This is an optimization exercise on Yosys and OpenROAD, whose aim is small area, a short achievable clock period and few clock cycles per item, not a production implementation.
Function was checked by simulation only, so behaviour that the tests miss may differ from the original.
Power is estimated from default activity; no workload was simulated.

### flow/config.mk
export PLATFORM = sky130hd
export DESIGN_NAME = procedural_wipe_blend
export DESIGN_NICKNAME = procedural_wipe_blend
export VERILOG_FILES = /design/flow/design.v
export SDC_FILE = /design/flow/constraint.sdc
export NUM_CORES = 4
export LEC_CHECK = 0
export CAP_MARGIN = 20
export CORE_MARGIN = 2
export CORE_UTILIZATION = 55
export CTS_BUF_LIST = sky130_fd_sc_hd__clkbuf_8
export CTS_CLUSTER_SIZE = 32
export SETUP_SLACK_MARGIN = 3.3
export SLEW_MARGIN = 20
export BUFFER_PORTS_ARGS = -buffer_cell sky130_fd_sc_hd__buf_1
### flow/constraint.sdc
create_clock -name core_clock -period 7.0 [get_ports {clock}]
set_input_delay 1.4000 -clock core_clock [delete_from_list [all_inputs] [get_ports {clock}]]
set_output_delay 1.4000 -clock core_clock [all_outputs]
set_load 0.01 [all_outputs]
### flow/design.v
package pwb_pkg;
   localparam logic [2:0] CLS_FADE        = 3'd0;
   localparam logic [2:0] CLS_SOFT_LEAD   = 3'd1;
   localparam logic [2:0] CLS_SOFT_TRAIL  = 3'd2;
   localparam logic [2:0] CLS_SPLIT_OPEN  = 3'd3;
   localparam logic [2:0] CLS_SPLIT_CLOSE = 3'd4;
   localparam logic [2:0] CLS_DIAMOND     = 3'd5;
   localparam logic [2:0] CLS_DISSOLVE    = 3'd6;
   localparam logic [31:0] HASH_MUL_A = 32'h9e3779b9;
   localparam logic [22:0] HASH_MUL_B = 23'h6b352d;
endpackage
module pwb_weight (
   input  logic [2:0]         cls,
   input  logic               use_y,
   input  logic [2:0]         shoh,    
   input  logic [8:0]         r,
   input  logic [10:0]        hw,
   input  logic signed [14:0] cp,
   input  logic signed [14:0] cm,
   input  logic signed [7:0]  ext,
   input  logic [8:0]         dw,
   input  logic [11:0]        x,
   input  logic [11:0]        y,
   output logic [8:0]         w
);
   logic [11:0]        u;
   logic signed [14:0] tp, tm, t;
   logic               xge, use_p;
   logic [8:0]         w_soft, w_split, w_diam;
   logic [5:0]         dhalf, dax, day;
   logic [4:0]         lmask, xl, yl;
   logic               xt, yt;
   logic signed [8:0]  drhs;
   always_comb begin
      u     = x;   
      tp    = cp + $signed({3'b000, u});
      tm    = cm - $signed({3'b000, u});
      xge   = x >= {1'b0, hw};
      case (cls)
         pwb_pkg::CLS_SOFT_LEAD:  use_p = 1'b1;
         pwb_pkg::CLS_SPLIT_OPEN: use_p = !xge;
         pwb_pkg::CLS_SPLIT_CLOSE: use_p = xge;
         default:                 use_p = 1'b0;
      endcase
      t = use_p ? tp : tm;
      if (t <= 0)        w_soft = 9'd0;
      else if (t >= 255) w_soft = 9'h1ff;
      else               w_soft = 9'(t);
      if (t <= 0)        w_split = 9'd0;
      else if (t >= 127) w_split = 9'h1ff;
      else               w_split = {t[7:0], 1'b0} + {8'd0, (t >= 64)};
      dhalf = shoh[0] ? 6'd32 : (shoh[1] ? 6'd16 : 6'd8);
      lmask = shoh[0] ? 5'd31 : (shoh[1] ? 5'd15 : 5'd7);
      xt    = shoh[0] ? x[5] : (shoh[1] ? x[4] : x[3]);
      yt    = shoh[0] ? y[5] : (shoh[1] ? y[4] : y[3]);
      xl    = x[4:0] & lmask;
      yl    = y[4:0] & lmask;
      dax   = xt ? {1'b0, xl} : dhalf - {1'b0, xl};
      day   = yt ? {1'b0, yl} : dhalf - {1'b0, yl};
      drhs  = $signed({3'b000, day}) + $signed({ext[7], ext});
      w_diam = ($signed({3'b000, dax}) < drhs) ? dw : 9'd0;
      case (cls)
         pwb_pkg::CLS_SOFT_LEAD, pwb_pkg::CLS_SOFT_TRAIL:   w = w_soft;
         pwb_pkg::CLS_SPLIT_OPEN, pwb_pkg::CLS_SPLIT_CLOSE: w = w_split;
         pwb_pkg::CLS_DIAMOND:                              w = w_diam;
         default:                                           w = {r[8], r[7:0] | {8{r[8]}}};
      endcase
   end
endmodule
module pwb_blend_cs (
   input  logic [7:0]  old_c,
   input  logic [7:0]  new_c,
   input  logic [8:0]  sel,     
   output logic [15:0] s,
   output logic [15:0] c
);
   logic [8:0][15:0] row;
   logic [5:0][15:0] a1;
   logic [3:0][15:0] a2;
   logic [2:0][15:0] a3;
   function automatic logic [31:0] csa(input logic [15:0] x, input logic [15:0] y,
                                       input logic [15:0] z);
      logic [15:0] sm, cy;
      sm = x ^ y ^ z;
      cy = ((x & y) | (x & z) | (y & z)) << 1;
      csa = {sm, cy};
   endfunction
   always_comb begin
      row[8] = {8'd0, (sel[8] ? new_c : old_c)};
      for (int i = 0; i < 8; i++) begin
         row[i] = {8'd0, (sel[i] ? new_c : old_c)} << i;
      end
      {a1[0], a1[1]} = csa(row[8], row[0], row[1]);
      {a1[2], a1[3]} = csa(row[2], row[3], row[4]);
      {a1[4], a1[5]} = csa(row[5], row[6], row[7]);
      {a2[0], a2[1]} = csa(a1[0], a1[1], a1[2]);
      {a2[2], a2[3]} = csa(a1[3], a1[4], a1[5]);
      {a3[0], a3[1]} = csa(a2[0], a2[1], a2[2]);
      a3[2] = a2[3];
      {s, c} = csa(a3[0], a3[1], a3[2]);
   end
endmodule
module procedural_wipe_blend (
   input  logic        clock,
   input  logic        reset,
   input  logic        csr_valid,
   output logic        csr_ready,
   input  logic [2:0]  csr_index,
   input  logic [31:0] csr_data,
   input  logic        req_valid,
   output logic        req_ready,
   input  logic [11:0] req_pixel_x,
   input  logic [11:0] req_pixel_y,
   input  logic [7:0]  req_old_red,
   input  logic [7:0]  req_old_green,
   input  logic [7:0]  req_old_blue,
   input  logic [7:0]  req_new_red,
   input  logic [7:0]  req_new_green,
   input  logic [7:0]  req_new_blue,
   output logic        rsp_valid,
   input  logic        rsp_ready,
   output logic [7:0]  rsp_out_red,
   output logic [7:0]  rsp_out_green,
   output logic [7:0]  rsp_out_blue,
   output logic [8:0]  rsp_mix_weight
);
   assign csr_ready = 1'b1;
   logic [2:0]  cls;
   logic        use_y;
   logic [2:0]  shoh;
   logic [8:0]  r;
   logic [11:0] fw, fh;
   logic [31:0] seed;
   logic [2:0]  dec_cls;
   logic        dec_use_y;
   always_comb begin
      dec_use_y = 1'b0;
      case (csr_data[6:0])
         7'd2:          begin dec_cls = pwb_pkg::CLS_SOFT_LEAD;   dec_use_y = 1'b1; end
         7'd3:          begin dec_cls = pwb_pkg::CLS_SOFT_TRAIL;  dec_use_y = 1'b1; end
         7'd4:                dec_cls = pwb_pkg::CLS_SOFT_LEAD;
         7'd5:                dec_cls = pwb_pkg::CLS_SOFT_TRAIL;
         7'd6:                dec_cls = pwb_pkg::CLS_SPLIT_OPEN;
         7'd7:                dec_cls = pwb_pkg::CLS_SPLIT_CLOSE;
         7'd8, 7'd9, 7'd10:   dec_cls = pwb_pkg::CLS_DIAMOND;
         7'd21:               dec_cls = pwb_pkg::CLS_DISSOLVE;
         default:             dec_cls = pwb_pkg::CLS_FADE;
      endcase
   end
   always_ff @(posedge clock) begin
      if (reset) begin
         cls   <= pwb_pkg::CLS_FADE;
         use_y <= 1'b0;
         shoh  <= 3'b001;
         r     <= 9'd0;
         fw    <= 12'd800;
         fh    <= 12'd600;
         seed  <= 32'd0;
      end else if (csr_valid) begin
         case (csr_index)
            3'd0: begin
               cls   <= dec_cls;
               use_y <= dec_use_y;
               shoh  <= {csr_data[1], csr_data[1:0] == 2'd1, csr_data[1:0] == 2'd0};
            end
            3'd1: r    <= (csr_data[8:0] > 9'd256) ? 9'd256 : csr_data[8:0];
            3'd2: fw   <= csr_data[11:0];
            3'd3: fh   <= csr_data[11:0];
            3'd4: seed <= csr_data;
            default: ;
         endcase
      end
   end
   logic        is_soft, is_diss, is_diam, needs_eng;
   logic        restart, start_diss;
   logic        busy;
   logic [4:0]  cnt;
   logic [31:0] acc;
   logic [10:0] hw;
   logic [12:0] base;
   logic [8:0]  factor;
   logic        mbit;
   logic [12:0] base_q;
   assign hw = fw[11:1];
   assign is_soft = (cls == pwb_pkg::CLS_SOFT_LEAD) || (cls == pwb_pkg::CLS_SOFT_TRAIL) ||
                    (cls == pwb_pkg::CLS_SPLIT_OPEN) || (cls == pwb_pkg::CLS_SPLIT_CLOSE);
   assign is_diss = (cls == pwb_pkg::CLS_DISSOLVE);
   assign is_diam = (cls == pwb_pkg::CLS_DIAMOND);
   assign needs_eng = is_soft || is_diss || is_diam;
   always_comb begin
      restart = 1'b0;
      if (csr_valid) begin
         case (csr_index)
            3'd0: restart = 1'b1;
            3'd1: restart = is_soft || is_diam;
            3'd2: restart = is_soft && !use_y;
            3'd3: restart = is_soft && use_y;
            3'd4: restart = is_diss;
            default: restart = 1'b0;
         endcase
      end
      start_diss = (csr_index == 3'd0) ? (dec_cls == pwb_pkg::CLS_DISSOLVE) : is_diss;
      if (cls == pwb_pkg::CLS_SPLIT_OPEN || cls == pwb_pkg::CLS_SPLIT_CLOSE) base = {2'b00, hw} + 13'd127;
      else if (use_y)                                       base = {1'b0, fh} + 13'd255;
      else                                                  base = {1'b0, fw} + 13'd255;
      factor = (cls == pwb_pkg::CLS_SOFT_TRAIL || cls == pwb_pkg::CLS_SPLIT_CLOSE) ? r : (9'd256 - r);
   end
   logic [4:0]  cnt_n;
   logic        pend, ms_q, mb_q;
   logic [4:0]  cnt_m;
   always_comb begin
      if (restart)            cnt_n = start_diss ? 5'd31 : 5'd8;
      else if (busy && !pend) cnt_n = cnt - 5'd1;
      else                    cnt_n = cnt;
      cnt_m = (busy && !pend) ? cnt - 5'd1 : cnt;
      if (is_diss)      mbit = pwb_pkg::HASH_MUL_A[cnt_m];
      else if (is_diam) mbit = r[cnt_m[3:0]];
      else              mbit = factor[cnt_m[3:0]];
   end
   always_ff @(posedge clock) begin
      ms_q   <= mbit && is_diss;    
      mb_q   <= mbit && !is_diss;   
      base_q <= is_diam ? {4'd0, r} : base;
   end
   always_ff @(posedge clock) begin
      if (reset) begin
         busy <= 1'b0;
         pend <= 1'b0;
         cnt  <= 5'd0;
         acc  <= 32'd0;
      end else begin
         cnt <= cnt_n;
         if (restart) begin
            busy <= 1'b1;
            pend <= 1'b1;
            acc  <= 32'd0;
         end else if (pend) begin
            pend <= 1'b0;
         end else if (busy) begin
            acc <= {acc[30:0], 1'b0} + (({32{ms_q}} & seed) | {19'd0, {13{mb_q}} & base_q});
            if (cnt == 5'd0) busy <= 1'b0;
         end
      end
   end
   logic [12:0]        edge_v;
   logic [11:0]        hw2;
   logic signed [14:0] cp_n, cm_n, cp, cm;
   logic [10:0]        r3;
   logic [7:0]         ext_n, ext;
   logic [13:0]        fw3_n, fw3;
   logic [8:0]         dw;
   always_comb begin
      edge_v = acc[20:8];
      hw2    = {hw, 1'b0};
      if (cls == pwb_pkg::CLS_SPLIT_CLOSE) cp_n = $signed({2'b00, edge_v}) - $signed({3'b000, hw2});
      else if (cls == pwb_pkg::CLS_SOFT_LEAD) cp_n = 15'sd255 - $signed({2'b00, edge_v});
      else cp_n = 15'sd127 - $signed({2'b00, edge_v});
      if (cls == pwb_pkg::CLS_SPLIT_OPEN) cm_n = $signed({3'b000, hw2}) + 15'sd127 - $signed({2'b00, edge_v});
      else cm_n = $signed({2'b00, edge_v});
      r3    = {2'b00, r} + {1'b0, r, 1'b0};
      if (shoh[0])      ext_n = 8'(r3 >> 3) - 8'd32;
      else if (shoh[1]) ext_n = 8'(r3 >> 4) - 8'd16;
      else              ext_n = 8'(r3 >> 5) - 8'd8;
      fw3_n = {2'b00, fw} + {1'b0, fw, 1'b0};
      dw    = 9'd16 + acc[17:9];
   end
   always_ff @(posedge clock) begin
      cp  <= cp_n;
      cm  <= cm_n;
      ext <= ext_n;
      fw3 <= fw3_n;
   end
   logic        go;
   logic        rr_q;
   logic        ov;         
   logic [23:0] oa, ob;      
   logic        osel;        
   logic [8:0]  ow;
   assign go        = !ov || rsp_ready;   
   assign req_ready = go && rr_q;
   logic        v0;
   logic [11:0] x0, y0;
   logic [47:0] p0;    
   always_ff @(posedge clock) begin
      if (reset) v0 <= 1'b0;
      else if (go) v0 <= req_valid && rr_q;
   end
   always_ff @(posedge clock) begin
      if (go) begin
         x0 <= use_y ? req_pixel_y : req_pixel_x;   
         y0 <= req_pixel_y;
         p0 <= {req_old_red, req_old_green, req_old_blue,
                req_new_red, req_new_green, req_new_blue};
      end
   end
   logic [8:0] w1_n;
   pwb_weight u_weight (
      .cls   (cls),
      .use_y (use_y),
      .shoh  (shoh),
      .r     (r),
      .hw    (hw),
      .cp    (cp),
      .cm    (cm),
      .ext   (ext),
      .dw    (dw),
      .x     (x0),
      .y     (y0),
      .w     (w1_n)
   );
   function automatic logic [63:0] csa32(input logic [31:0] a, input logic [31:0] b,
                                         input logic [31:0] c);
      logic [31:0] sm, cy;
      sm = a ^ b ^ c;
      cy = ((a & b) | (a & c) | (b & c)) << 1;
      csa32 = {sm, cy};
   endfunction
   function automatic logic [45:0] csa23(input logic [22:0] a, input logic [22:0] b,
                                         input logic [22:0] c);
      logic [22:0] sm, cy;
      sm = a ^ b ^ c;
      cy = ((a & b) | (a & c) | (b & c)) << 1;
      csa23 = {sm, cy};
   endfunction
   logic [7:0][31:0] ir;
   logic [5:0][31:0] il1;
   logic [3:0][31:0] il2;
   logic [2:0][31:0] il3;
   logic [31:0] is_n, ic_n;
   logic [13:0] m;
   always_comb begin
      for (int j = 0; j < 6; j++) begin
         case (y0[2*j +: 2])
            2'd0: m = 14'd0;
            2'd1: m = {2'b00, fw};
            2'd2: m = {1'b0, fw, 1'b0};
            default: m = fw3;
         endcase
         ir[j] = {18'd0, m} << (2 * j);
      end
      ir[6] = {20'd0, x0};
      ir[7] = acc;
      {il1[0], il1[1]} = csa32(ir[0], ir[1], ir[2]);
      {il1[2], il1[3]} = csa32(ir[3], ir[4], ir[5]);
      il1[4] = ir[6];
      il1[5] = ir[7];
      {il2[0], il2[1]} = csa32(il1[0], il1[1], il1[2]);
      {il2[2], il2[3]} = csa32(il1[3], il1[4], il1[5]);
      {il3[0], il3[1]} = csa32(il2[0], il2[1], il2[2]);
      il3[2] = il2[3];
      {is_n, ic_n} = csa32(il3[0], il3[1], il3[2]);
   end
   logic        v1;
   logic [8:0]  w1;    
   logic [47:0] p1;
   logic [31:0] is1, ic1;
   always_ff @(posedge clock) begin
      if (reset) v1 <= 1'b0;
      else if (go) v1 <= v0;
   end
   always_ff @(posedge clock) begin
      if (go) begin
         w1  <= w1_n;
         p1  <= p0;
         is1 <= is_n;
         ic1 <= ic_n;
      end
   end
   logic [2:0][15:0] bs_n;
   logic [2:0][15:0] bc_n;
   for (genvar ch = 0; ch < 3; ch++) begin : g_blend
      pwb_blend_cs u_bl (
         .old_c (p1[47 - 8*ch -: 8]),
         .new_c (p1[23 - 8*ch -: 8]),
         .sel   (w1),
         .s     (bs_n[ch]),
         .c     (bc_n[ch])
      );
   end
   logic [31:0] hv0;
   logic [22:0] h_n;
   always_comb begin
      hv0  = is1 + ic1;
      h_n  = hv0[22:0] ^ {7'd0, hv0[31:16]};
   end
   logic        v2;
   logic [8:0]  w2;
   logic [5:0][15:0] s2, s2_n;
   logic [71:0]      dv1, dv2;
   logic [2:0][15:0] bs2;
   logic [2:0][15:0] bc2;
   logic [22:0] h2;
   logic [47:0] p2;
   always_comb begin
      dv1 = {1'b0, h_n, p1};
      for (int k = 0; k < 6; k++) begin
         if (is_diss) s2_n[k] = {dv1[12*k +: 12], 4'd0};
         else         s2_n[k] = (k < 3) ? bs_n[k] : bc_n[k - 3];
      end
      for (int k = 0; k < 6; k++) dv2[12*k +: 12] = s2[k][15:4];
      for (int k = 0; k < 3; k++) begin
         bs2[k] = s2[k];
         bc2[k] = s2[k + 3];
      end
      p2 = dv2[47:0];
      h2 = dv2[70:48];
   end
   always_ff @(posedge clock) begin
      if (reset) v2 <= 1'b0;
      else if (go) v2 <= v1;
   end
   always_ff @(posedge clock) begin
      if (go) begin
         w2  <= {w1[8], w1[7:0] & {8{!w1[8]}}};
         s2  <= s2_n;
      end
   end
   logic [2:0][7:0] mix;
   logic [2:0][15:0] bsum;
   always_comb begin
      for (int ch = 0; ch < 3; ch++) begin
         bsum[ch] = bs2[ch] + bc2[ch];
         mix[ch]  = bsum[ch][15:8];
      end
   end
   logic [12:0][22:0] hr;
   logic [8:0][22:0] hl1;
   logic [5:0][22:0] hl2;
   logic [3:0][22:0] hl3;
   logic [2:0][22:0] hl4;
   logic [22:0] hs_n, hc_n;
   always_comb begin
      hr[0]  = h2;
      hr[1]  = h2 << 2;
      hr[2]  = h2 << 3;
      hr[3]  = h2 << 5;
      hr[4]  = h2 << 8;
      hr[5]  = h2 << 10;
      hr[6]  = h2 << 12;
      hr[7]  = h2 << 13;
      hr[8]  = h2 << 16;
      hr[9]  = h2 << 17;
      hr[10] = h2 << 19;
      hr[11] = h2 << 21;
      hr[12] = h2 << 22;
      {hl1[0], hl1[1]} = csa23(hr[0], hr[1], hr[2]);
      {hl1[2], hl1[3]} = csa23(hr[3], hr[4], hr[5]);
      {hl1[4], hl1[5]} = csa23(hr[6], hr[7], hr[8]);
      {hl1[6], hl1[7]} = csa23(hr[9], hr[10], hr[11]);
      hl1[8] = hr[12];
      {hl2[0], hl2[1]} = csa23(hl1[0], hl1[1], hl1[2]);
      {hl2[2], hl2[3]} = csa23(hl1[3], hl1[4], hl1[5]);
      {hl2[4], hl2[5]} = csa23(hl1[6], hl1[7], hl1[8]);
      {hl3[0], hl3[1]} = csa23(hl2[0], hl2[1], hl2[2]);
      {hl3[2], hl3[3]} = csa23(hl2[3], hl2[4], hl2[5]);
      {hl4[0], hl4[1]} = csa23(hl3[0], hl3[1], hl3[2]);
      hl4[2] = hl3[3];
      {hs_n, hc_n} = csa23(hl4[0], hl4[1], hl4[2]);
   end
   logic        v3;
   logic [22:0] hs3, hc3;
   logic [47:0] p3;
   always_ff @(posedge clock) begin
      if (reset) v3 <= 1'b0;
      else if (go) v3 <= v2;
   end
   always_ff @(posedge clock) begin
      if (go) begin
         hs3 <= hs_n;
         hc3 <= hc_n;
         p3  <= p2;
      end
   end
   logic [7:0]  hp_lo, hp_h0, hp_h1;
   logic [15:0] hp_c;
   logic        dsel0, dsel1, dsel;
   always_comb begin
      hp_lo = hs3[7:0] + hc3[7:0];
      hp_c  = {1'b0, hs3[14:0]} + {1'b0, hc3[14:0]};
      hp_h0 = hs3[22:15] + hc3[22:15];
      hp_h1 = hs3[22:15] + hc3[22:15] + 8'd1;
      dsel0 = {1'b0, hp_lo ^ hp_h0} < r;
      dsel1 = {1'b0, hp_lo ^ hp_h1} < r;
      dsel  = hp_c[15] ? dsel1 : dsel0;
   end
   logic xv;
   assign xv = is_diss ? v3 : v2;
   always_ff @(posedge clock) begin
      if (reset)   ov <= 1'b0;
      else if (go) ov <= xv;
   end
   always_ff @(posedge clock) begin
      if (go) begin
         oa   <= is_diss ? p3[23:0] : {mix[0], mix[1], mix[2]};
         ob   <= p3[47:24];
         osel <= !is_diss || dsel;
         ow   <= is_diss ? {dsel, 8'd0} : w2;
      end
   end
   logic busy_n, needs_n;
   always_comb begin
      busy_n  = restart || (busy && (pend || cnt != 5'd0));
      needs_n = (csr_valid && csr_index == 3'd0) ? (dec_cls != pwb_pkg::CLS_FADE) : needs_eng;
   end
   always_ff @(posedge clock) begin
      if (reset) rr_q <= 1'b0;
      else       rr_q <= !(needs_n && busy_n);
   end
   assign rsp_valid      = ov;
   assign rsp_out_red    = osel ? oa[23:16] : ob[23:16];
   assign rsp_out_green  = osel ? oa[15:8]  : ob[15:8];
   assign rsp_out_blue   = osel ? oa[7:0]   : ob[7:0];
   assign rsp_mix_weight = ow;
endmodule
### flow/flow/run.sh
#!/bin/bash
# Standard layout (the standard.sh), with the smallest buffer as the
# port buffer.
set -e
echo 'export BUFFER_PORTS_ARGS = -buffer_cell sky130_fd_sc_hd__buf_1' >> config.mk
bash standard.sh > standard.log 2>&1
### flow/standard.sh
#!/bin/bash
# synth_recipe.tcl (not shown) runs the flow's synth.tcl, then flattens the netlist and writes it again
# the make line also repeats each setting of config.mk as NAME=value (left out here)
make -C /OpenROAD-flow-scripts/flow DESIGN_CONFIG=/design/flow/config.mk WORK_HOME=/design/flow/orfs CLKGATE_MAP_FILE= SYNTH_SCRIPT=/design/flow/synth_recipe.tcl "${@:-finish}"
==> results of run 1 <==
==> through the flow <==
step | setup slack (ns) | std cells | hold WS [ns] | cell area [µm²] | util [%]
finish | 3.35 | 5547 | 0.413 | 49100 | 62.2
floorplan | 2.68 | 4196 | 0.394 | 43800 | -
global route | 3.19 | 5547 | 0.422 | 49100 | 62.2
detailed placement | 2.51 | 5215 | 0.405 | 45200 | 57.3
global placement | 2.65 | 5215 | 0.401 | 45200 | 57.3
CTS | 3.30 | 5462 | 0.409 | 48000 | 60.9
==> cells by family after synthesis <==
family | count (synthesis) | share of synthesized area (%)
and+or+nand+nor | 1015 | 10.4
AOI/OAI and AO/OA | 812 | 11.6
adders and majority gates | 690 | 24.9
DFF | 592 | 36.4
buffers and inverters | 561 | 4.87
muxes | 303 | 7.35
xor gates and xnor gates | 222 | 4.44
other | 1 | 0.00856
==> repair_timing <==
item	4_1_cts	5_1_grt
pin swaps	4	18
endpoints found under the setup margin	113	61
resized for setup	58	111
gates cloned	0	4
buffers inserted	57	79
==> Yosys cell counts (5+ instances only) <==
master	instances
xor2_1	61
dfxtp_1	181
edfxtp_1	411
nand2_1	545
nor4_1	10
a21o_1	47
mux2i_1	163
ha_1	387
mux2_2	139
o31ai_1	17
o211ai_1	23
and2_1	35
a31o_2	7
nor3b_1	14
buf_1	31
clkbuf_1	183
xnor2_1	161
o21a_1	36
nor2b_1	52
a22o_1	25
o22ai_1	8
a2111oi_0	5
a211o_1	5
fa_1	303
nor2_1	179
nand2b_1	24
nand4_1	14
a211oi_1	36
or2_2	6
nand3b_1	16
o21ai_0	217
inv_1	335
a21oi_1	246
a22oi_1	42
nor3_1	39
a31oi_1	21
and3_1	20
a21boi_0	11
nand3_1	32
o21bai_1	26
==> routing by layer <==
layer | wire length [µm] | vias to the layer above | GRT usage (%)
met5 | 29 | - | 0
met1 | 51700 | 15400 | 38.5
met3 | 5940 | 280 | 3.85
met4 | 6840 | 4 | 14.8
li1 | - | 15000 | -
met2 | 60000 | 940 | 51.3
==> how the worst max path moves through the flow <==
stage | to | from | slack [ns] | cells after the start
2_1_floorplan | req_ready | rsp_ready | 2.68 | 3
3_3_place_gp | w1[3] | fw[10] | 2.65 | 12
3_5_place_dp | w1[4] | fw[9] | 2.51 | 12
4_1_cts | acc[27] | ms_q | 3.30 | 14
5_1_grt | w1[6] | y0[4] | 3.19 | 17
6_report | w1[8] | x0[0] | 3.35 | 16
==> final cells by class <==
type	count	area [µm²]
Antenna cell	2	5.00
Clock buffer	117	1610
Clock inverter	73	526
Fill cell	6624	29800
Inverter	339	1310
Multi-Input combinational cell	3044	26100
Sequential cell	592	16000
Tap cell	1050	1310
Timing Repair Buffer	330	2190
==> power groups by stage <==
stage | combinational [mW] | clock (mW) | sequential (mW)
after floorplan | 6.35 | 0 | 5.49
after global placement | 8.56 | 0 | 5.83
after detailed placement | 8.65 | 0 | 5.84
after CTS | 9.06 | 3.38 | 5.66
after global routing | 10.6 | 3.51 | 5.68
final | 9.10 | 3.30 | 5.62
==> registers in the layout, summed over array words and instances, names as in the netlist, 12 cells and up <==
name / flops
y0: 12
p1: 48
x0: 12
ob: 24
base_q: 13
is1: 32
seed: 32
oa: 24
cp: 14
cm: 14
fw: 12
ic1: 24
hc3: 16
fh: 12
acc: 32
s2: 72
p3: 48
hs3: 23
fw3: 14
p0: 48
==> impl_metrics.env, run 1 <==
export IMPL_status="timing/DRC/antenna clean"
export IMPL_dieArea_um2=81900
export IMPL_avgRoutedWirePerCell_um=22.4
export IMPL_fin_nets=5215
export IMPL_antenna_found_initial=3
export IMPL_synth_net_count=4998
export IMPL_p_seq_share_pct=31.2
export IMPL_ant_nets=0
export IMPL_ys_ff_latch=592
export IMPL_grt_pass1_vias=31300
export IMPL_cp_arrival_ns=4.08
export IMPL_slew_viol_final=0
export IMPL_syn_cell_area_um2=43800
export IMPL_grt_usage_pct=30.3
export IMPL_hold_depth=0
export IMPL_clk_pin_slew_ns=0.06
export IMPL_layout_commonest_cell="nand2_1"
export IMPL_fp_row_count=103
export IMPL_finalPower_mw=18.0
export IMPL_drt_iter0_drc=2351
export IMPL_clock_fmax_mhz=274
export IMPL_p_per_area_nw_per_um2=367
export IMPL_dr_pass1_iters=6
export IMPL_yosys_area_top_type="edfxtp_1"
export IMPL_gp_congestion=0.912
export IMPL_core_um2=78900
export IMPL_die_y_um=286
export IMPL_pwr_share_comb_pct=50.5
export IMPL_ys_flop_type="edfxtp_1"
export IMPL_internal_power_mw=11.0
export IMPL_cts_htree_levels=3
export IMPL_hpwlAfterDp_mm=91.4
export IMPL_cts_sinks=592
export IMPL_cts_made_buffers=106
export IMPL_p_leak_nw=21.0
export IMPL_p_sw_share_pct=39.1
export IMPL_hold_buffers=0
export IMPL_maxCapViolations=0
export IMPL_vias_per_cell=5.71
export IMPL_cp_num_buf_inv=5
export IMPL_cts_tree="done"
export IMPL_die_w_um=286
export IMPL_drive_above_1_share_pct=13.1
export IMPL_slowest_stage="edfxtp_1"
export IMPL_mostFrequentLayoutCells="nand2_1 (545), edfxtp_1 (411), ha_1 (382)"
export IMPL_yosys_warnings=3
export IMPL_port_buffers=146
export IMPL_fin_tns_setup_ns=0
export IMPL_min_path_type="reg -> reg"
export IMPL_rsz0062_at_grt="yes"
export IMPL_fin_crit_ns=3.65
export IMPL_async_flop_share_pct=0
export IMPL_grt_pass1_wl_mm=189
export IMPL_hold_end="p1[42]"
export IMPL_setup_violations=0
export IMPL_crit_family="compound AO/OA/AOI/OAI gates"
export IMPL_reg2reg_slack_ns=3.35
export IMPL_r2r_cells=16
export IMPL_ys_seq_area_share_pct=36.4
export IMPL_vias=31700
export IMPL_tightest_slew_ns=1.03
export IMPL_crit_path_frequent_cell="buf_4"
export IMPL_required_ns=7.43
export IMPL_max_vdd_ir_drop_uv=428
export IMPL_io_pins=148
export IMPL_cp_cell_sequence="buf_4, clkinvlp_4, ha_1, nor3b_2, o21ai_2, a211oi_4, buf_4, o31ai_4, nand2_8, o2111ai_4, o31ai_4, buf_6, buf_4, a21oi_1, o31ai_1, o221ai_1"
export IMPL_area_growth_pct=12.0
export IMPL_clock_latency_ns=0.75
export IMPL_timing_hold_violations_final=0
export IMPL_syn_inst=4196
export IMPL_critPathKind="reg -> reg"
export IMPL_reg2reg_from="x0[0]"
export IMPL_start_kind="flop"
export IMPL_synth_enable_flop_cells=411
export IMPL_clockRootBuffer="clkbuf_8"
export IMPL_hold_start="p0[42]"
export IMPL_synth_area_leaders="edfxtp_1 (28%), fa_1 (14%), ha_1 (11%)"
export IMPL_rr_endpoint="w1[8]"
export IMPL_start_util_pct=55.6
export IMPL_avgSynthCellArea_um2=10.4
export IMPL_clock_skew_ns=0.0461
export IMPL_finalCritPeriodShare_pct=52.2
export IMPL_wirelength_mm=124
export IMPL_slowest_delay_ns=0.44
export IMPL_synth_top_area_share_pct=28.2
export IMPL_overflow=0
export IMPL_critPathMaxFanout=11
export IMPL_cp_end_kind="flop"
export IMPL_drc_errors=0
export IMPL_clock_power_share_pct=18.3
export IMPL_synth_cell_type_count=85
export IMPL_p_sw_mw=7.04
export IMPL_grt_max_degree=139
export IMPL_cts_buffer_depth=3
export IMPL_slew_headroom_pct=30.9
Testbench counts, summed over its fixed seeds: cycles 17,177, items 16,384.
==> run 2: changes to the inputs <==
==> flow/run.sh (new file) <==
#!/bin/bash
# synth_recipe.tcl (not shown) runs the flow's synth.tcl, then flattens the netlist and writes it again
# the make line also repeats each setting of config.mk as NAME=value (left out here)
make -C /OpenROAD-flow-scripts/flow DESIGN_CONFIG=/design/flow/config.mk WORK_HOME=/design/flow/orfs CLKGATE_MAP_FILE= SYNTH_SCRIPT=/design/flow/synth_recipe.tcl finish
--- a/flow/config.mk
+++ b/flow/config.mk
@@ -9,7 +9,6 @@
 export CORE_MARGIN = 2
 export CORE_UTILIZATION = 55
 export CTS_BUF_LIST = sky130_fd_sc_hd__clkbuf_8
-export CTS_CLUSTER_SIZE = 32
-export SETUP_SLACK_MARGIN = 3.3
+export CTS_CLUSTER_SIZE = 25
+export SETUP_SLACK_MARGIN = 3.0
 export SLEW_MARGIN = 20
-export BUFFER_PORTS_ARGS = -buffer_cell sky130_fd_sc_hd__buf_1
removed: flow/flow/run.sh
removed: flow/standard.sh
==> impl_metrics.env, run 2 <==
export IMPL_critPathMaxFanout=14
export IMPL_dp_slack_ns=2.42
export IMPL_yosys_cell_count_top_type="nand2_1"
export IMPL_yosys_warnings=3
export IMPL_overflow=0
export IMPL_p_per_area_nw_per_um2=360
export IMPL_syn_cell_area_um2=43800
export IMPL_fin_area_um2=48700
export IMPL_synth_top_area_share_pct=28.2
export IMPL_grt_max_degree=187
export IMPL_ys_flop_type="edfxtp_1"
export IMPL_cts_made_buffers=99
export IMPL_pwr_share_comb_pct=50.4
export IMPL_clk_pin_slew_ns=0.07
export IMPL_grt_pass1_wl_mm=185
export IMPL_critPathKind="reg -> reg"
export IMPL_drt_iter0_drc=2364
export IMPL_wirelength_mm=121
export IMPL_gp_congestion=0.931
export IMPL_rsz0062_at_grt="yes"
export IMPL_setup_violations=0
export IMPL_p_sw_share_pct=39.0
export IMPL_hold_buffers=0
export IMPL_cts_tree="done"
export IMPL_min_path_type="reg -> reg"
export IMPL_synth_enable_flop_cells=411
export IMPL_dr_pass1_iters=5
export IMPL_finalCritPeriodShare_pct=54.8
export IMPL_synth_area_leaders="edfxtp_1 (28%), fa_1 (14%), ha_1 (11%)"
export IMPL_clock_power_share_pct=17.3
export IMPL_drive_above_1_share_pct=10.3
export IMPL_max_vdd_ir_drop_uv=423
export IMPL_core_um2=78900
export IMPL_slew_viol_final=0
export IMPL_ys_seq_area_share_pct=36.4
export IMPL_fin_cells=5464
export IMPL_layout_commonest_cell="nand2_1"
export IMPL_start_util_pct=55.6
export IMPL_cts_sinks=592
export IMPL_cts_htree_levels=3
export IMPL_die_y_um=286
export IMPL_slew_headroom_pct=10.6
export IMPL_cp_arrival_ns=4.29
export IMPL_synth_cell_type_count=85
export IMPL_p_sw_mw=6.84
export IMPL_grt_pass1_vias=31200
export IMPL_dpl_cell_area_um2=46100
export IMPL_ant_nets=0
export IMPL_post_route_util_pct=61.8
export IMPL_vias_per_cell=5.69
export IMPL_p_leak_nw=20.8
export IMPL_synth_net_count=4998
export IMPL_io_pins=148
export IMPL_p_seq_share_pct=32.3
export IMPL_fin_crit_ns=3.84
export IMPL_grt_usage_pct=29.8
export IMPL_synth_common_cells="nand2_1 (545), edfxtp_1 (411), ha_1 (387)"
export IMPL_avgSynthCellArea_um2=10.4
export IMPL_maxCapViolations=0
export IMPL_timing_hold_violations_final=0
export IMPL_dieArea_um2=81900
export IMPL_clock_fmax_mhz=261
export IMPL_antenna_found_initial=4
export IMPL_mostFrequentLayoutCells="nand2_1 (543), edfxtp_1 (411), ha_1 (385)"
export IMPL_die_w_um=286
export IMPL_cp_end_kind="flop"
export IMPL_clockRootBuffer="clkbuf_8"
export IMPL_drc_errors=0
export IMPL_largest_reg_flops=72
export IMPL_vias=31100
export IMPL_async_flop_share_pct=0
export IMPL_yosys_area_top_type="edfxtp_1"
export IMPL_area_growth_pct=11.2
export IMPL_numPlacedInstances=5217
export IMPL_worst_slack_ns=3.16
export IMPL_start_kind="flop"
export IMPL_fin_tns_setup_ns=0
export IMPL_internal_power_mw=10.7
export IMPL_hpwlAfterDp_mm=89.9
export IMPL_required_ns=7.45
export IMPL_clock_latency_ns=0.75
export IMPL_cts_buffer_depth=3
export IMPL_avgRoutedWirePerCell_um=22.1
export IMPL_port_buffers=146
export IMPL_fp_row_count=103
export IMPL_syn_inst=4196
export IMPL_status="timing/DRC/antenna clean"
export IMPL_ys_ff_latch=592
export IMPL_fin_nets=5132
export IMPL_largest_register="s2"
export IMPL_tightest_slew_ns=1.34
export IMPL_clock_skew_ns=0.0382
-- run 2: changes by cell type in the layout (fill, tap and decap cells not counted), moves of 11 or more --
cell / delta
buf_1: -145
clkdlybuf4s50_1: +144
buf_4: -56
inv_1: +14
o21ai_0: +14
o21ai_1: -12
clkbuf_8: -11
-- run 2: layout make-up --
cell class | count | area, µm²
Antenna cell | 3 | 7.51
Clock buffer | 106 | 1460
Clock inverter | 76 | 480
Fill cell | 6776 | 30100
Inverter | 339 | 1290
Multi-Input combinational cell | 3043 | 25800
Sequential cell | 592 | 16000
Tap cell | 1050 | 1310
Timing Repair Buffer | 255 | 2340
-- run 2: layer usage --
metal / track usage [%] / vias up / wire, µm
met4: 16.7 / 2 / 7600
met3: 4.07 / 299 / 5850
met2: 48.9 / 902 / 56800
li1: - / 14800 / -
met5: 0 / - / 13
met1: 38.1 / 15000 / 50500
-- run 2: path summary, 6_finish.rpt --
| check | start | to | slack (ns) | depth (start not counted) |
|---|---|---|---|---|
| hold reg to reg | p3[46] | ob[22] | 0.40 | 0 |
| hold / removal | p3[46] | ob[22] | 0.40 | 0 |
| setup reg to reg | fw[6] | w1[8] | 3.16 | 14 |
| setup / recovery | fw[6] | w1[8] | 3.16 | 14 |
-- run 2: repair_timing --
item | 4_1_cts | 5_1_grt
endpoints found under the setup margin | 23 | 43
gates resized for setup | 16 | 32
pin swaps | 1 | 5
buffers inserted | 16 | 46
-- run 2: worst max-delay path: stages (launching register included) --
cell and delay [ns]:
dfxtp_1 0.31, buf_4 0.28, clkinvlp_4 0.21, ha_1 0.33
nand4_1 0.07, nor2_1 0.21, a211oi_4 0.12, or3_2 0.54
nand2_4 0.18, o2111ai_4 0.15, o31ai_4 0.43, buf_4 0.24
a21oi_1 0.07, o31ai_1 0.23, o221ai_1 0.15
-- run 2: power by group through the flow --
stage	registers (mW)	logic (mW)	clock network [mW]
3_5_place_dp	5.83	8.71	0
6_report	5.67	8.84	3.04
4_1_cts	5.74	8.86	3.13
3_3_place_gp	5.81	8.58	0
2_1_floorplan	5.49	6.35	0
5_1_grt	5.74	10.4	3.26
-- run 2: stage by stage --
| stage | hold slack [ns] | total power, mW |
|---|---|---|
| after floorplan | 0.394 | 11.8 |
| after global placement | 0.400 | 14.4 |
| after detailed placement | 0.405 | 14.5 |
| after CTS | 0.406 | 17.7 |
| after global routing | 0.405 | 19.4 |
| final | 0.399 | 17.5 |
-- run 2: kinds of logic after synthesis --
family	share of synthesized area, %
and+or+nand+nor	10.4
AOI/OAI and AO/OA	11.6
adders and majority gates	24.9
DFF	36.4
buffers and inverters	4.87
muxes	7.35
xor gates and xnor gates	4.44
other	0.00856
==> run 3: changes to the inputs <==
--- a/flow/config.mk
+++ b/flow/config.mk
@@ -5,6 +5,7 @@
 export SDC_FILE = /design/flow/constraint.sdc
 export NUM_CORES = 4
 export LEC_CHECK = 0
+export ABC_AREA = 1
 export CAP_MARGIN = 20
 export CORE_MARGIN = 2
 export CORE_UTILIZATION = 55
==> impl_metrics.env, run 3 <==
export IMPL_max_vdd_ir_drop_uv=475
export IMPL_syn_cell_area_um2=43600
export IMPL_yosys_cell_count_top_type="nand2_1"
export IMPL_numPlacedInstances=5904
export IMPL_cp_cell_sequence="nand2_1, o221ai_1, fa_1, inv_1, fa_1, fa_1, fa_1"
export IMPL_ys_ff_latch=592
export IMPL_clock_skew_ns=0.0383
export IMPL_ys_flop_type="edfxtp_1"
export IMPL_reg2reg_slack_ns=3.03
export IMPL_slew_viol_final=0
export IMPL_grt_pass1_wl_mm=202
export IMPL_gp_congestion=0.989
export IMPL_clock_latency_ns=0.74
export IMPL_status="timing/DRC/antenna clean"
export IMPL_clockRootBuffer="clkbuf_8"
export IMPL_grt_max_degree=157
export IMPL_mostFrequentLayoutCells="nand2_1 (922), inv_1 (706), o21ai_0 (537)"
export IMPL_cp_num_buf_inv=1
export IMPL_cts_sinks=592
export IMPL_reg2reg_from="y0[7]"
export IMPL_vias_per_cell=5.63
export IMPL_die_y_um=286
export IMPL_cp_arrival_ns=4.42
export IMPL_hold_buffers=0
export IMPL_grt_pass1_vias=33500
export IMPL_synth_top_area_share_pct=28.3
export IMPL_finalCritPeriodShare_pct=56.7
export IMPL_crit_family="adder cells"
export IMPL_largest_reg_flops=72
export IMPL_tightest_slew_ns=0.970
export IMPL_core_um2=78700
export IMPL_p_per_area_nw_per_um2=420
export IMPL_hpwlAfterDp_mm=102
export IMPL_cts_tree="done"
export IMPL_hold_ws_ns=0.397
export IMPL_start_util_pct=55.4
export IMPL_io_pins=148
export IMPL_synth_net_count=5621
export IMPL_drt_iter0_drc=3314
export IMPL_layout_commonest_cell="nand2_1"
export IMPL_clock_fmax_mhz=252
export IMPL_crit_path_frequent_cell="fa_1"
export IMPL_cp_end_kind="flop"
export IMPL_min_path_type="reg -> reg"
export IMPL_slew_headroom_pct=35.3
export IMPL_hold_depth=0
export IMPL_synth_cell_type_count=66
export IMPL_start_kind="flop"
export IMPL_rr_endpoint="is1[16]"
export IMPL_setup_violations=0
export IMPL_async_flop_share_pct=0
export IMPL_dr_pass1_iters=6
export IMPL_port_buffers=146
export IMPL_critPathKind="reg -> reg"
export IMPL_fillCellCount=6845
export IMPL_avgRoutedWirePerCell_um=21.6
export IMPL_slowest_delay_ns=0.69
export IMPL_r2r_cells=7
export IMPL_antenna_found_initial=3
export IMPL_fin_cells=6132
export IMPL_synth_enable_flop_cells=411
export IMPL_die_w_um=286
export IMPL_seqCellArea_um2=16000
export IMPL_p_leak_nw=22.4
export IMPL_largest_register="s2"
export IMPL_rsz0062_at_grt="yes"
export IMPL_critPathMaxFanout=14
export IMPL_area_growth_pct=11.4
export IMPL_required_ns=7.45
export IMPL_slowest_stage="edfxtp_1"
export IMPL_synth_common_cells="nand2_1 (925), inv_1 (677), o21ai_0 (537)"
export IMPL_cts_htree_levels=3
export IMPL_timing_hold_violations_final=0
export IMPL_cts_made_buffers=102
export IMPL_dp_slack_ns=2.81
export IMPL_cts_buffer_depth=3
export IMPL_cp_startpoint="y0[7]"
export IMPL_yosys_warnings=3
export IMPL_drive_above_1_share_pct=6.30
export IMPL_wirelength_mm=132
export IMPL_grt_usage_pct=32.7
export IMPL_fin_crit_ns=3.97
export IMPL_drc_errors=0
export IMPL_fin_nets=5797
export IMPL_fp_row_count=103
export IMPL_ant_nets=0
export IMPL_worst_slack_ns=3.03
export IMPL_yosys_area_top_type="edfxtp_1"
export IMPL_clk_pin_slew_ns=0.06
export IMPL_ys_seq_area_share_pct=36.6
export IMPL_hold_start="p0[17]"
export IMPL_overflow=0
export IMPL_syn_inst=4819
export IMPL_avgSynthCellArea_um2=9.06
export IMPL_vias=34600
export IMPL_synth_area_leaders="edfxtp_1 (28%), fa_1 (14%), ha_1 (11%)"
export IMPL_hold_end="p1[17]"
export IMPL_maxCapViolations=0
export IMPL_multiInputGateArea_um2=24500
export IMPL_dieArea_um2=81600
[run 3: kinds of logic (layout without fill, tap and decap cells)]
logic type                 count (synthesis)  in the layout  synth area share (%)
muxes                                     26             26                 0.665
adders and majority gates                690            690                  25.0
and+or+nand+nor                         1454           1454                  13.7
xor gates and xnor gates                 174            174                  3.49
buffers and inverters                    857           1119                  7.47
AOI/OAI and AO/OA                       1025           1025                  13.1
DFF                                      592            592                  36.6
other                                      1              2               0.00859
[run 3: cell type report]
class | instances | area share, %
Clock buffer | 111 | 3.14
Multi-Input combinational cell | 3370 | 50.3
Timing Repair Buffer | 225 | 4.33
Antenna cell | 1 | 0.00514
Tap cell | 1050 | 2.70
Clock inverter | 79 | 1.17
Sequential cell | 592 | 32.8
Inverter | 704 | 5.49
[run 3: timing repair]
| item | CTS | global route |
|---|---|---|
| buffers inserted | 9 | 28 |
| pin swaps | 0 | 1 |
| gates resized for setup | 7 | 18 |
| setup endpoints to repair | 49 | 32 |
[run 3: power breakdown]
group	internal, mW	switching [mW]
Combinational	4.84	6.33
Clock	1.74	1.52
Sequential	5.42	0.582
[run 3: worst max path at each step]
stage | end | cells after the start
2_1_floorplan | hc3[10] | 2
3_3_place_gp | is1[11] | 10
3_5_place_dp | is1[7] | 10
4_1_cts | w1[7] | 19
5_1_grt | w1[7] | 20
6_report | is1[16] | 7
[run 3: through the flow]
step / area (µm²) / setup TNS, ns / total power [mW] / util, %
final: 48600 / 0 / 20.4 / 61.8
after global routing: 48600 / 0 / 22.6 / 61.8
after CTS: 48400 / 0 / 20.5 / 61.4
after detailed placement: 46200 / 0 / 17.1 / 58.7
after global placement: 46200 / 0 / 16.8 / 58.7
after floorplan: 43700 / -471.82 / 13.7 / -
[run 3: per-layer routing]
layer	vias up	global-route usage (%)	wire [µm]
met3	296	4.73	9730
met2	1388	51.9	59900
met5	-	0	0
met1	16400	45.2	56900
li1	16500	-	-
met4	0	13.5	5890
==> run 4: changes to the inputs <==
--- a/flow/config.mk
+++ b/flow/config.mk
@@ -5,11 +5,10 @@
 export SDC_FILE = /design/flow/constraint.sdc
 export NUM_CORES = 4
 export LEC_CHECK = 0
-export ABC_AREA = 1
 export CAP_MARGIN = 20
 export CORE_MARGIN = 2
 export CORE_UTILIZATION = 55
 export CTS_BUF_LIST = sky130_fd_sc_hd__clkbuf_8
 export CTS_CLUSTER_SIZE = 25
-export SETUP_SLACK_MARGIN = 3.0
+export SETUP_SLACK_MARGIN = 3.2
 export SLEW_MARGIN = 20
==> impl_metrics.env, run 4 <==
export IMPL_overflow=0
export IMPL_avgSynthCellArea_um2=10.4
export IMPL_synth_xor_area_share_pct=4.44
export IMPL_clk_pin_slew_ns=0.07
export IMPL_synthMuxAreaShare_pct=7.35
export IMPL_hold_buffers=0
export IMPL_crit_path_end="req_ready"
export IMPL_avgRoutedWirePerCell_um=22.1
export IMPL_max_vdd_ir_drop_uv=404
export IMPL_largest_reg_flops=72
export IMPL_vias_per_cell=5.71
export IMPL_r2r_cells=16
export IMPL_synth_common_cells="nand2_1 (545), edfxtp_1 (411), ha_1 (387)"
export IMPL_synth_top_family_by_area="adder cells"
export IMPL_numPlacedInstances=5217
export IMPL_yosys_cell_count_top_type="nand2_1"
export IMPL_start_util_pct=55.6
export IMPL_p_per_area_nw_per_um2=358
export IMPL_grt_max_degree=187
export IMPL_rsz0062_at_grt="yes"
export IMPL_cp_startpoint="rsp_ready"
export IMPL_clockRootBuffer="clkbuf_8"
export IMPL_largest_register="s2"
export IMPL_setup_violations=0
export IMPL_crit_family="buffers and inverters"
export IMPL_cts_htree_levels=3
export IMPL_ant_nets=0
export IMPL_yosys_warnings=3
export IMPL_ys_flop_type="edfxtp_1"
export IMPL_yosys_area_top_type="edfxtp_1"
export IMPL_cts_sinks=592
export IMPL_tightest_slew_ns=1.15
export IMPL_dr_pass1_iters=5
export IMPL_vias=31400
export IMPL_clock_fmax_mhz=267
export IMPL_hpwlAfterDp_mm=89.9
export IMPL_cts_made_buffers=99
export IMPL_syn_cell_area_um2=43800
export IMPL_drt_iter0_drc=2487
export IMPL_slew_viol_final=0
export IMPL_slowest_stage="clkdlybuf4s50_1"
export IMPL_multiInputGateArea_um2=25900
export IMPL_status="timing/DRC/antenna clean"
export IMPL_grt_pass1_wl_mm=187
export IMPL_start_kind="input pin"
export IMPL_async_flop_share_pct=0
export IMPL_synth_compound_area_share_pct=11.6
export IMPL_critPathMaxFanout=2
export IMPL_synth_fa_ha_area_share_pct=24.9
export IMPL_fin_tns_setup_ns=0
export IMPL_reg2reg_from="fw[3]"
export IMPL_min_path_type="reg -> reg"
export IMPL_port_buffers=146
export IMPL_core_um2=78900
export IMPL_cts_buffer_depth=3
export IMPL_fin_nets=5162
export IMPL_synth_net_count=4998
export IMPL_dieArea_um2=81900
export IMPL_required_ns=5.60
export IMPL_clock_latency_ns=0.75
export IMPL_gp_congestion=0.931
export IMPL_ys_seq_area_share_pct=36.4
export IMPL_fillCellCount=6749
export IMPL_synth_enable_flop_cells=411
export IMPL_reg2reg_slack_ns=3.30
export IMPL_cp_arrival_ns=2.35
export IMPL_slew_headroom_pct=23.1
export IMPL_drc_errors=0
export IMPL_critPathKind="in -> out"
export IMPL_timing_hold_violations_final=0
export IMPL_clock_skew_ns=0.0416
export IMPL_crit_cells=4
export IMPL_grt_usage_pct=30.0
export IMPL_area_growth_pct=12.2
export IMPL_grt_pass1_vias=31400
export IMPL_synth_top_area_share_pct=28.2
export IMPL_p_leak_nw=21.0
export IMPL_cp_num_buf_inv=2
export IMPL_io_pins=148
export IMPL_slowest_delay_ns=0.48
export IMPL_ys_ff_latch=592
export IMPL_cts_tree="done"
export IMPL_die_y_um=286
export IMPL_wirelength_mm=122
export IMPL_rr_endpoint="w1[8]"
export IMPL_fin_cells=5496
export IMPL_antenna_found_initial=4
export IMPL_cp_end_kind="output port"
export IMPL_fp_row_count=103
export IMPL_yosys_area_share_simple_pct=10.4
export IMPL_synth_area_leaders="edfxtp_1 (28%), fa_1 (14%), ha_1 (11%)"
export IMPL_synth_cell_type_count=85
export IMPL_seqCellArea_um2=16000
export IMPL_maxCapViolations=0
export IMPL_mostFrequentLayoutCells="nand2_1 (542), edfxtp_1 (411), ha_1 (384)"
export IMPL_finalCritPeriodShare_pct=53.5
export IMPL_drive_above_1_share_pct=11.4
export IMPL_fin_crit_ns=3.75
export IMPL_syn_inst=4196
export IMPL_layout_commonest_cell="nand2_1"
export IMPL_die_w_um=286
export IMPL_cp_cell_sequence="clkdlybuf4s50_1, nand2b_4, and2_1, clkdlybuf4s15_1"
==> run 4: cell count changes in the layout (fill, tap and decap cells not counted), moves of 58 or more <==
cell     change
nand3_1    -124
xor2_1      -58
inv_1      -350
o21ai_0    -329
nor2_1      -72
mux2_2     +115
xnor2_1    +104
nand2_1    -380
mux2i_1    +160
==> run 4: final cells by class <==
type / instances / share of cell area (%)
Antenna cell: 5 / 0.0255
Clock buffer: 106 / 2.97
Clock inverter: 76 / 0.978
Inverter: 339 / 2.66
Multi-Input combinational cell: 3043 / 52.8
Sequential cell: 592 / 32.5
Tap cell: 1050 / 2.67
Timing Repair Buffer: 285 / 5.34
==> run 4: kinds of logic (layout without fill, tap and decap cells) <==
| family | count (synthesis) | after routing |
|---|---|---|
| AO/OA/AOI/OAI | 812 | 812 |
| flip-flops | 592 | 592 |
| multiplexers | 303 | 303 |
| buffers and inverters | 561 | 806 |
| other | 1 | 6 |
| AND/OR/NAND/NOR | 1015 | 1015 |
| XOR/XNOR | 222 | 222 |
| adder cells (fa/ha/maj) | 690 | 690 |
==> run 4: what timing repair did <==
action,CTS,global route
pin swaps,4,14
buffers inserted,52,40
resized for setup,32,67
setup endpoints to repair,75,56
hold endpoints to repair,0,0
==> run 4: per-layer routing <==
metal  vias up  GRT usage, %  part of all wire, %
met1     15200          38.4                   41
met3       303          4.05                  5.1
li1      14900             -                    -
met2       967          49.5                   47
met5         -             0                    0
met4         0          16.5                  6.1
==> run 4: how the worst min path moves through the flow <==
stage                      start     end  slack [ns]  depth (start not counted)
after detailed placement  p3[45]  ob[21]        0.40                          0
after CTS                 p3[46]  ob[22]        0.41                          0
after global placement    p3[24]   ob[0]        0.40                          0
after global routing      p3[25]   ob[1]        0.40                          0
after floorplan            fw[0]  fw3[0]        0.39                          0
final                     p3[46]  ob[22]        0.40                          0
==> run 4: power breakdown <==
group / total [mW] / switching, mW / internal (mW)
logic: 8.96 / 4.91 / 4.04
registers: 5.62 / 0.481 / 5.14
clock network: 3.03 / 1.47 / 1.56
==> run 4: stage by stage <==
stage               total power [mW]  utilization, %  worst slack [ns]  cell area [µm²]  hold slack (ns)
floorplan                       11.8               -              2.68            43800            0.394
global placement                14.4            58.5              2.54            46100            0.400
detailed placement              14.5            58.5              2.42            46100            0.405
CTS                             17.8            61.6              3.20            48600            0.406
global route                    19.4            62.3              3.13            49100            0.397
finish                          17.6            62.3              3.25            49100            0.398
==> run 5: changes to the inputs <==
==> flow/flow/run.sh (new file) <==
#!/bin/bash
# Standard layout (the standard.sh), with the smallest buffer as the
# port buffer and no dummy clock loads.
set -e
echo 'export BUFFER_PORTS_ARGS = -buffer_cell sky130_fd_sc_hd__buf_1' >> config.mk
echo 'export CTS_ARGS = -sink_clustering_enable -repair_clock_nets -sink_clustering_size 25 -buf_list sky130_fd_sc_hd__clkbuf_8 -dont_use_dummy_load' >> config.mk
bash standard.sh > standard.log 2>&1
==> flow/standard.sh (new file) <==
#!/bin/bash
# synth_recipe.tcl (not shown) runs the flow's synth.tcl, then flattens the netlist and writes it again
# the make line also repeats each setting of config.mk as NAME=value (left out here)
make -C /OpenROAD-flow-scripts/flow DESIGN_CONFIG=/design/flow/config.mk WORK_HOME=/design/flow/orfs CLKGATE_MAP_FILE= SYNTH_SCRIPT=/design/flow/synth_recipe.tcl "${@:-finish}"
--- a/flow/config.mk
+++ b/flow/config.mk
@@ -12,3 +12,5 @@
 export CTS_CLUSTER_SIZE = 25
 export SETUP_SLACK_MARGIN = 3.2
 export SLEW_MARGIN = 20
+export BUFFER_PORTS_ARGS = -buffer_cell sky130_fd_sc_hd__buf_1
+export CTS_ARGS = -sink_clustering_enable -repair_clock_nets -sink_clustering_size 25 -buf_list sky130_fd_sc_hd__clkbuf_8 -dont_use_dummy_load
removed: flow/run.sh
==> impl_metrics.env, run 5 <==
export IMPL_vias=31300
export IMPL_dieArea_um2=81900
export IMPL_fin_nets=5180
export IMPL_max_vdd_ir_drop_uv=409
export IMPL_synth_xor_area_share_pct=4.44
export IMPL_critPathKind="reg -> reg"
export IMPL_synthMuxAreaShare_pct=7.35
export IMPL_synth_enable_flop_cells=411
export IMPL_fin_cells=5428
export IMPL_slowest_delay_ns=0.55
export IMPL_synth_fa_ha_area_share_pct=24.9
export IMPL_avgRoutedWirePerCell_um=22.7
export IMPL_port_buffers=146
export IMPL_hpwlAfterDp_mm=92.0
export IMPL_hold_ws_ns=0.356
export IMPL_fin_crit_ns=3.77
export IMPL_finalPower_mw=17.2
export IMPL_setup_violations=0
export IMPL_critPathMaxFanout=12
export IMPL_pwr_share_comb_pct=52.1
export IMPL_overflow=0
export IMPL_clock_latency_ns=0.72
export IMPL_grt_pass1_vias=31100
export IMPL_cp_cell_sequence="inv_1, ha_2, a22oi_1, o21ai_0, fa_1, inv_1, fa_1, fa_1, inv_1, fa_1"
export IMPL_syn_inst=4196
export IMPL_cp_arrival_ns=4.18
export IMPL_tightest_slew_ns=1.15
export IMPL_cts_htree_levels=3
export IMPL_ys_flop_type="edfxtp_1"
export IMPL_synth_compound_area_share_pct=11.6
export IMPL_fin_area_um2=47900
export IMPL_die_y_um=286
export IMPL_largest_reg_flops=72
export IMPL_gp_congestion=0.948
export IMPL_clock_power_share_pct=15.2
export IMPL_synth_top_family_by_area="adder cells"
export IMPL_p_seq_share_pct=32.7
export IMPL_vias_per_cell=5.76
export IMPL_antenna_found_initial=4
export IMPL_drt_iter0_drc=2453
export IMPL_io_pins=148
export IMPL_p_per_area_nw_per_um2=360
export IMPL_ys_seq_area_share_pct=36.4
export IMPL_p_sw_share_pct=39.4
export IMPL_core_um2=78900
export IMPL_synth_area_leaders="edfxtp_1 (28%), fa_1 (14%), ha_1 (11%)"
export IMPL_post_route_util_pct=60.7
export IMPL_slew_headroom_pct=23.0
export IMPL_area_growth_pct=9.22
export IMPL_finalCritPeriodShare_pct=53.9
export IMPL_maxCapViolations=0
export IMPL_cts_tree="done"
export IMPL_yosys_warnings=3
export IMPL_fin_tns_setup_ns=0
export IMPL_drc_errors=0
export IMPL_cts_buffer_depth=3
export IMPL_ant_nets=0
export IMPL_dr_pass1_iters=7
export IMPL_fillCellCount=6862
export IMPL_grt_pass1_wl_mm=188
export IMPL_drive_above_1_share_pct=11.3
export IMPL_fp_row_count=103
export IMPL_start_util_pct=55.6
export IMPL_avgSynthCellArea_um2=10.4
export IMPL_crit_path_frequent_cell="fa_1"
export IMPL_status="timing/DRC/antenna clean"
export IMPL_mostFrequentLayoutCells="nand2_1 (545), edfxtp_1 (411), ha_1 (383)"
export IMPL_worst_slack_ns=3.23
export IMPL_synth_cell_type_count=85
export IMPL_dp_slack_ns=2.43
export IMPL_synth_top_area_share_pct=28.2
export IMPL_cts_sinks=592
export IMPL_hold_buffers=0
export IMPL_clock_skew_ns=0.0836
export IMPL_wirelength_mm=123
export IMPL_min_path_type="reg -> reg"
export IMPL_slew_viol_final=0
export IMPL_yosys_area_top_type="edfxtp_1"
export IMPL_die_w_um=286
export IMPL_grt_usage_pct=30.3
export IMPL_dpl_cell_area_um2=45200
export IMPL_layout_commonest_cell="nand2_1"
export IMPL_synth_common_cells="nand2_1 (545), edfxtp_1 (411), ha_1 (387)"
export IMPL_clockRootBuffer="clkbuf_8"
export IMPL_cts_made_buffers=106
export IMPL_slowest_stage="fa_1"
export IMPL_yosys_cell_count_top_type="nand2_1"
export IMPL_start_kind="flop"
export IMPL_rsz0062_at_grt="yes"
export IMPL_cp_end_kind="flop"
export IMPL_p_sw_mw=6.78
export IMPL_timing_hold_violations_final=0
export IMPL_internal_power_mw=10.4
export IMPL_yosys_area_share_simple_pct=10.4
export IMPL_clock_fmax_mhz=265
export IMPL_largest_register="s2"
export IMPL_synth_net_count=4998
export IMPL_grt_max_degree=177
export IMPL_required_ns=7.41
export IMPL_ys_ff_latch=592
export IMPL_syn_cell_area_um2=43800
export IMPL_async_flop_share_pct=0
export IMPL_clk_pin_slew_ns=0.05
export IMPL_p_leak_nw=20.3
export IMPL_numPlacedInstances=5212
run 5: final cells by class:
cell class,count,area [µm²],area share [%]
Multi-Input combinational cell,3043,26000,54.4
Sequential cell,592,16000,33.4
Timing Repair Buffer,296,1760,3.68
Clock buffer,106,1460,3.05
Tap cell,1050,1310,2.75
Inverter,339,1300,2.72
Antenna cell,2,5.00,0.0105
run 5: worst paths after layout:
path / startpoint / end / slack (ns) / depth (start not counted)
worst max-delay path: y0[1] / is1[10] / 3.23 / 10
worst min-delay path: p3[25] / ob[1] / 0.36 / 0
worst max register to register: y0[1] / is1[10] / 3.23 / 10
worst min register to register: p3[25] / ob[1] / 0.36 / 0
run 5: critical path: cells and delay by family, from the launching register on:
family	cells	cell delay [ns]
compound gates	2	0.41
fa+ha+maj	5	2.29
buf+inv	3	0.33
flops	1	0.47
run 5: kinds of logic (layout without fill, tap and decap cells):
family | count (synthesis) | count (layout)
AOI/OAI and AO/OA | 812 | 812
xor gates and xnor gates | 222 | 222
adders and majority gates | 690 | 690
buffers and inverters | 561 | 741
DFF | 592 | 592
muxes | 303 | 303
other | 1 | 3
and+or+nand+nor | 1015 | 1015
run 5: repair_timing:
item	in CTS	in global routing
endpoints found under the setup margin	76	43
pin swaps	3	11
gates resized for setup	26	74
buffers inserted	47	61
run 5: per-layer routing:
metal	vias up	global-route usage, %	share of wire, %
li1	14800	-	-
met3	253	3.63	4.8
met2	902	51.4	49
met5	-	0	0.019
met1	15300	39.1	42
met4	4	13.4	4.8
run 5: power by group through the flow:
stage / registers (mW) / clock network (mW) / logic (mW)
finish: 5.63 / 2.62 / 8.97
global route: 5.70 / 2.83 / 10.5
CTS: 5.66 / 2.69 / 9.02
detailed placement: 5.85 / 0 / 8.70
global placement: 5.84 / 0 / 8.49
floorplan: 5.49 / 0 / 6.35
==> run 6: changes to the inputs <==
--- a/flow/config.mk
+++ b/flow/config.mk
@@ -7,10 +7,10 @@
 export LEC_CHECK = 0
 export CAP_MARGIN = 20
 export CORE_MARGIN = 2
-export CORE_UTILIZATION = 55
+export CORE_UTILIZATION = 75
 export CTS_BUF_LIST = sky130_fd_sc_hd__clkbuf_8
 export CTS_CLUSTER_SIZE = 25
-export SETUP_SLACK_MARGIN = 3.2
+export SETUP_SLACK_MARGIN = 3.4
 export SLEW_MARGIN = 20
 export BUFFER_PORTS_ARGS = -buffer_cell sky130_fd_sc_hd__buf_1
 export CTS_ARGS = -sink_clustering_enable -repair_clock_nets -sink_clustering_size 25 -buf_list sky130_fd_sc_hd__clkbuf_8 -dont_use_dummy_load
==> impl_metrics.env, run 6 <==
export IMPL_status="timing/DRC/antenna clean"
export IMPL_clockRootBuffer="clkbuf_8"
export IMPL_fin_nets=5238
export IMPL_required_ns=7.45
export IMPL_syn_cell_area_um2=43800
export IMPL_met1_usage_pct=50.8
export IMPL_critPathMaxFanout=5
export IMPL_async_flop_share_pct=0
export IMPL_cts_sinks=592
export IMPL_cts_buffer_depth=3
export IMPL_finalPower_mw=19.3
export IMPL_largest_register="s2"
export IMPL_fin_area_um2=48400
export IMPL_fp_row_count=88
export IMPL_layout_commonest_cell="nand2_1"
export IMPL_ys_ff_latch=592
export IMPL_overflow=0
export IMPL_ys_flop_type="edfxtp_1"
export IMPL_antenna_found_initial=4
export IMPL_critPathKind="reg -> reg"
export IMPL_clk_pin_slew_ns=0.11
export IMPL_slew_headroom_pct=27.9
export IMPL_clock_fmax_mhz=243
export IMPL_vias=34900
export IMPL_finalCritPeriodShare_pct=58.7
export IMPL_cts_htree_levels=3
export IMPL_multiInputGateArea_um2=26300
export IMPL_p_leak_nw=20.7
export IMPL_setup_violations=0
export IMPL_ant_nets=0
export IMPL_gr_usage_met2_pct=68.0
export IMPL_use_met3_pct=8.31
export IMPL_cp_end_kind="flop"
export IMPL_tightest_slew_ns=1.08
export IMPL_vias_per_cell=6.71
export IMPL_max_vdd_ir_drop_uv=586
export IMPL_yosys_cell_count_top_type="nand2_1"
export IMPL_clock_latency_ns=0.73
export IMPL_maxCapViolations=0
export IMPL_mostFrequentLayoutCells="nand2_1 (541), edfxtp_1 (411), ha_1 (377)"
export IMPL_avgRoutedWirePerCell_um=26.3
export IMPL_io_pins=148
export IMPL_synth_net_count=4998
export IMPL_drt_iter0_drc=4320
export IMPL_seqCellArea_um2=16000
export IMPL_area_growth_pct=10.6
export IMPL_grt_max_degree=175
export IMPL_grt_usage_pct=42.7
export IMPL_gp_congestion=0.989
export IMPL_synth_area_leaders="edfxtp_1 (28%), fa_1 (14%), ha_1 (11%)"
export IMPL_grt_pass1_vias=33600
export IMPL_fin_tns_setup_ns=0
export IMPL_start_util_pct=75.9
export IMPL_hpwlAfterDp_mm=88.7
export IMPL_slew_viol_final=0
export IMPL_port_buffers=146
export IMPL_cp_arrival_ns=4.56
export IMPL_grt_busiest_layer="met2"
export IMPL_drc_errors=0
export IMPL_fillCellCount=3204
export IMPL_die_w_um=246
export IMPL_timing_hold_violations_final=0
export IMPL_avgSynthCellArea_um2=10.4
export IMPL_fin_crit_ns=4.11
export IMPL_drive_above_1_share_pct=14.2
export IMPL_rsz0062_at_grt="yes"
export IMPL_clock_skew_ns=0.0747
export IMPL_syn_inst=4196
export IMPL_core_um2=57700
export IMPL_dieArea_um2=60400
export IMPL_p_per_area_nw_per_um2=398
export IMPL_ys_seq_area_share_pct=36.4
export IMPL_dp_slack_ns=2.59
export IMPL_min_path_type="reg -> reg"
export IMPL_synth_top_area_share_pct=28.2
export IMPL_worst_slack_ns=2.89
export IMPL_yosys_warnings=3
export IMPL_cts_made_buffers=97
export IMPL_yosys_area_top_type="edfxtp_1"
export IMPL_hold_buffers=0
export IMPL_synth_enable_flop_cells=411
export IMPL_synth_cell_type_count=85
export IMPL_die_y_um=246
export IMPL_start_kind="flop"
export IMPL_grt_pass1_wl_mm=193
export IMPL_wirelength_mm=137
export IMPL_dr_pass1_iters=10
export IMPL_cts_tree="done"
export IMPL_synth_common_cells="nand2_1 (545), edfxtp_1 (411), ha_1 (387)"
export IMPL_largest_reg_flops=72
export IMPL_dpl_cell_area_um2=44800
run 6: cell counts after synthesis:
Identical to the previous run, type by type.
run 6: cells by family after synthesis:
logic type,count (synthesis),synth area share (%)
flops,592,36.4
compound gates,812,11.6
xor+xnor,222,4.44
buf+inv,561,4.87
simple gates,1015,10.4
fa+ha+maj,690,24.9
other cells,1,0.00856
mux,303,7.35
run 6: cell type report:
cell class / instances / share of cell area (%)
multi-input combinational: 3043 / 54.3
sequential: 592 / 33.0
timing repair buffer: 363 / 5.23
clock buffer: 97 / 2.76
inverter: 339 / 2.72
tap: 765 / 1.98
antenna: 2 / 0.0103
run 6: power breakdown:
group | total [mW] | internal (mW) | leakage [nW] | switching (mW)
sequential | 5.73 | 5.15 | 6.00 | 0.581
clock | 2.55 | 1.22 | 0.697 | 1.33
combinational | 11.0 | 4.62 | 14.0 | 6.38
total | 19.3 | 11.0 | 20.7 | 8.30
run 6: what timing repair did:
item,4_1_cts,5_1_grt
buffers inserted,96,78
resized for setup,85,169
pin swaps,19,70
cloned,0,3
setup endpoints to repair,147,74
run 6: critical path: stages (launching register included):
cell      delay (ns)
edfxtp_1        0.58
buf_6           0.22
buf_4           0.14
buf_4           0.17
fa_1            0.54
fa_1            0.46
fa_1            0.65
fa_1            0.80
ha_1            0.30
run 6: metrics by stage:
stage,std cells,hold WS (ns),util (%)
floorplan,4196,0.394,-
global placement,4925,0.401,77.7
detailed placement,4925,0.405,77.7
CTS,5118,0.397,81.8
global route,5200,0.407,84.0
finish,5201,0.395,84.0
run 6: worst paths after layout:
kind	startpoint	to	slack, ns	depth (start not counted)
hold / removal	p3[42]	ob[18]	0.40	0
hold reg to reg	p3[42]	ob[18]	0.40	0
setup / recovery	s2[73]	hs3[13]	2.89	8
setup reg to reg	s2[73]	hs3[13]	2.89	8
run 6: routing by layer:
metal / up-vias / wire (µm)
li1: 15000 / -
met1: 16500 / 45400
met2: 2676 / 61900
met3: 773 / 15600
met4: 6 / 13700
met5: - / 40

==> port drivers added, routing unchanged <==
In the flow no input, the clock included, has a driving cell. The finished layouts below were timed again as built, in two steps.
Step 1 (the two cells are an assumption about what drives the block):
set clk [get_ports {clock}]
set_driving_cell -lib_cell sky130_fd_sc_hd__clkbuf_16 $clk
set_driving_cell -lib_cell sky130_fd_sc_hd__buf_2 [delete_from_list [all_inputs] $clk]
Step 2 adds t to the input delays and takes it off the output delays; t is the mean of the earliest and latest rising clock arrival at the registers after step 1. Input paths then give back, and output paths get back, about the clock's delay inside the block.
Slacks: ideal ports / drivers / drivers and shift; pairs: ideal ports / drivers.
| run | t, ns | setup WS [ns] | pins driven straight from the clock port |
|---|---|---|---|
| run 1 | 0.805 | 3.348 / 3.348 / 3.143 | 1 |
| run 2 | 0.793 | 3.162 / 3.162 / 2.518 | 1 |
| run 3 | 0.780 | 3.028 / 3.028 / 3.028 | 1 |
| run 4 | 0.796 | 3.254 / 3.228 / 2.608 | 1 |
| run 5 | 0.756 | 3.226 / 3.226 / 3.226 | 1 |
| run 6 | 0.756 | 2.891 / 2.891 / 2.891 | 1 |
After both steps setup and hold are still met in every run listed. The setup slack of run 4, which loses most, moves by -0.026 ns with the drivers and by -0.646 ns with both steps.
